From an optimization exercise on the open Yosys and OpenROAD flow, aimed at small area, a short achievable clock period and few clock cycles per item; shortcuts taken in it are not production practice. Where RTL was checked, it was by simulation tests only, not by an equivalence proof against the original. No activity file was given, so power comes from the tool's default toggle rates.

## me_top
module me_top (
    input  logic           clk,
    input  logic           rst_n,
    input  logic           block_valid,
    input  logic           area_valid,
    input  me_pkg::pixel_t in_data,
    output logic           out_valid,
    output me_pkg::mv_t    out_vector
);
    me_pkg::pixel_t      sample;
    logic                sample_block;
    logic                sample_valid;
    me_pkg::block_flat_t block_n;
    me_pkg::sad_t        sad;
    logic                sad_valid;
    always_ff @(posedge clk) begin
        sample <= in_data;
    end
    always_ff @(posedge clk or negedge rst_n) begin
        if (!rst_n) begin
            sample_block <= 1'b0;
            sample_valid <= 1'b0;
        end else begin
            sample_block <= block_valid;
            sample_valid <= area_valid;
        end
    end
    block_buffer i_block_buffer (
        .clk          (clk),
        .sample_block (sample_block),
        .sample       (sample),
        .block_n      (block_n)
    );
    sad_array i_sad_array (
        .clk          (clk),
        .rst_n        (rst_n),
        .sample_block (sample_block),
        .sample_valid (sample_valid),
        .sample       (sample),
        .block_n      (block_n),
        .sad          (sad),
        .sad_valid    (sad_valid)
    );
    min_search i_min_search (
        .clk          (clk),
        .rst_n        (rst_n),
        .sample_block (sample_block),
        .sad          (sad),
        .sad_valid    (sad_valid),
        .out_valid    (out_valid),
        .out_vector   (out_vector)
    );
endmodule
Size: roughly 590 flip-flops, about 16 I/O pins, roughly 31000 µm² of cells after synthesis.
Settings: LEC_CHECK=0, CAP_MARGIN=20, CORE_MARGIN=2, CORE_UTILIZATION=60, CTS_CLUSTER_DIAMETER=150, CTS_CLUSTER_SIZE=25, SETUP_SLACK_MARGIN=4.5, SLEW_MARGIN=20; clock period 7.0 ns.
run.sh (not shown) runs the stock make flow with config.mk's settings and CLKGATE_MAP_FILE= SYNTH_SCRIPT=/design/flow/synth_recipe.tcl, a recipe that flattens the netlist after the stock synthesis.
Testbench counts at the start, summed over its fixed seeds: cycles 15,944, jobs 192.
Rerun with:
--- a/flow/design.v
+++ b/flow/design.v
@@ -30,15 +30,15 @@
 endmodule
 `timescale 1ns/1ns
 module sad_cell (
     input  me_pkg::pixel_t a,
     input  me_pkg::pixel_t b_n,
     output me_pkg::pixel_t m,
+    output me_pkg::pixel_t t,
     output logic           s
 );
-    me_pkg::pixel_t t;
     assign {s, t} = {1'b0, a} + {1'b0, b_n};
     assign m      = t ^ {me_pkg::PIXEL_W{~s}};
 endmodule
 `timescale 1ns/1ns
 module sad_array (
     input  logic                clk,
@@ -76,12 +76,13 @@
         if (sample_valid) begin
             line <= {line[(LEN-1)*W-1:0], sample};
         end
     end
     logic [me_pkg::BLOCK_PIX-1:0][W-1:0] pix;
     logic [me_pkg::BLOCK_PIX-1:0][W-1:0] m_d;
+    logic [me_pkg::BLOCK_PIX-1:0][W-1:0] t_d;
     logic [me_pkg::BLOCK_PIX-1:0] s_d;
     assign pix[0] = line[11*W +: W];
     assign pix[1] = line[11*W +: W];
     assign pix[2] = line[11*W +: W];
     assign pix[3] = line[11*W +: W];
     assign pix[4] = line[7*W +: W];
@@ -98,23 +99,28 @@
     assign pix[15] = sample;
     for (genvar j = 0; j < me_pkg::BLOCK_PIX; j++) begin : g_pix
         sad_cell i_sad_cell (
             .a   (pix[j]),
             .b_n (block_n[j*W +: W]),
             .m   (m_d[j]),
+            .t   (t_d[j]),
             .s   (s_d[j])
         );
     end
+    logic [me_pkg::BLOCK_PIX-1:0][W-1:0] t;
     logic [me_pkg::BLOCK_PIX-1:0][W-1:0] m;
     logic [me_pkg::BLOCK_PIX-1:0] s;
     always_ff @(posedge clk) begin
         if (sample_valid) begin
-            m <= m_d;
+            t <= t_d;
             s <= s_d;
         end
     end
+    for (genvar j = 0; j < me_pkg::BLOCK_PIX; j++) begin : g_m
+        assign m[j] = t[j] ^ {W{~s[j]}};
+    end
     logic [7:0] part0;
     logic [7:0] part0_d;
     logic [8:0] part0_c;
     assign part0_c = {8'(8'd0), s[0]} + {8'(m[0]), s[0]};
     assign part0_d = part0_c[8:1];
     logic [8:0] part1;
@@ -270,22 +276,22 @@
             best_x  <= me_pkg::mv_t'(cand_col - 3'd2);
             best_y  <= me_pkg::mv_t'(3'd2 - cand_row);
         end
     end
     always_ff @(posedge clk or negedge rst_n) begin
         if (!rst_n) begin
-            y_cycle    <= 1'b0;
-            out_valid  <= 1'b0;
-            out_vector <= '0;
+            y_cycle <= 1'b0;
         end else begin
-            y_cycle    <= last;
-            out_valid  <= last || y_cycle;
-            out_vector <= last    ? (less ? me_pkg::mv_t'(3'sd2) : best_x) :
-                          y_cycle ? best_y : '0;
+            y_cycle <= last;
         end
     end
+    always_ff @(posedge clk) begin
+        out_valid  <= last || y_cycle;
+        out_vector <= last    ? (less ? me_pkg::mv_t'(3'sd2) : best_x) :
+                      y_cycle ? best_y : '0;
+    end
 endmodule
 `timescale 1ns/1ns
 module me_top (
     input  logic           clk,
     input  logic           rst_n,
     input  logic           block_valid,
Final cell count is lower by 7.4%.
Routed wire length shrinks by 12%.
Power rises by 1.0%.
Sequential power decreases by about 0.9%.
Fmax grows by 1.6%.
Synthesized cell count went down by 12%.
No functional check of the RTL was part of the second run of this note.

## port drivers added, routing unchanged
Ports are ideal in the flow. The routed layouts listed here were re-timed in OpenROAD. Step 1, drivers: a clkbuf_16 drives clk and a buf_2 each remaining input, both assumed. Step 2 times the ports against the registers' clock, not the clock port: input delays grow and output delays shrink by t, the midpoint of the rising clock arrivals with the driver on. Slacks: ideal / step 1 / step 2; pairs: ideal / step 1.
run	shift t [ns]	slack for setup (ns)	hold slack, ns	clock arrival spread, ns	pins driven straight from the clock port
the first run	0.661	4.505 / 4.443 / 4.421	0.368 / 0.368 / 0.368	0.028 / 0.027	1
the second run	0.657	4.544 / 4.507 / 4.544	0.367 / 0.367 / 0.367	0.032 / 0.032	1
After both steps every run listed still meets setup and hold. For the first run, which loses most, drivers alone change the setup slack by -0.062 ns; drivers and shift together by -0.084 ns. Setup slack includes reset recovery checks.
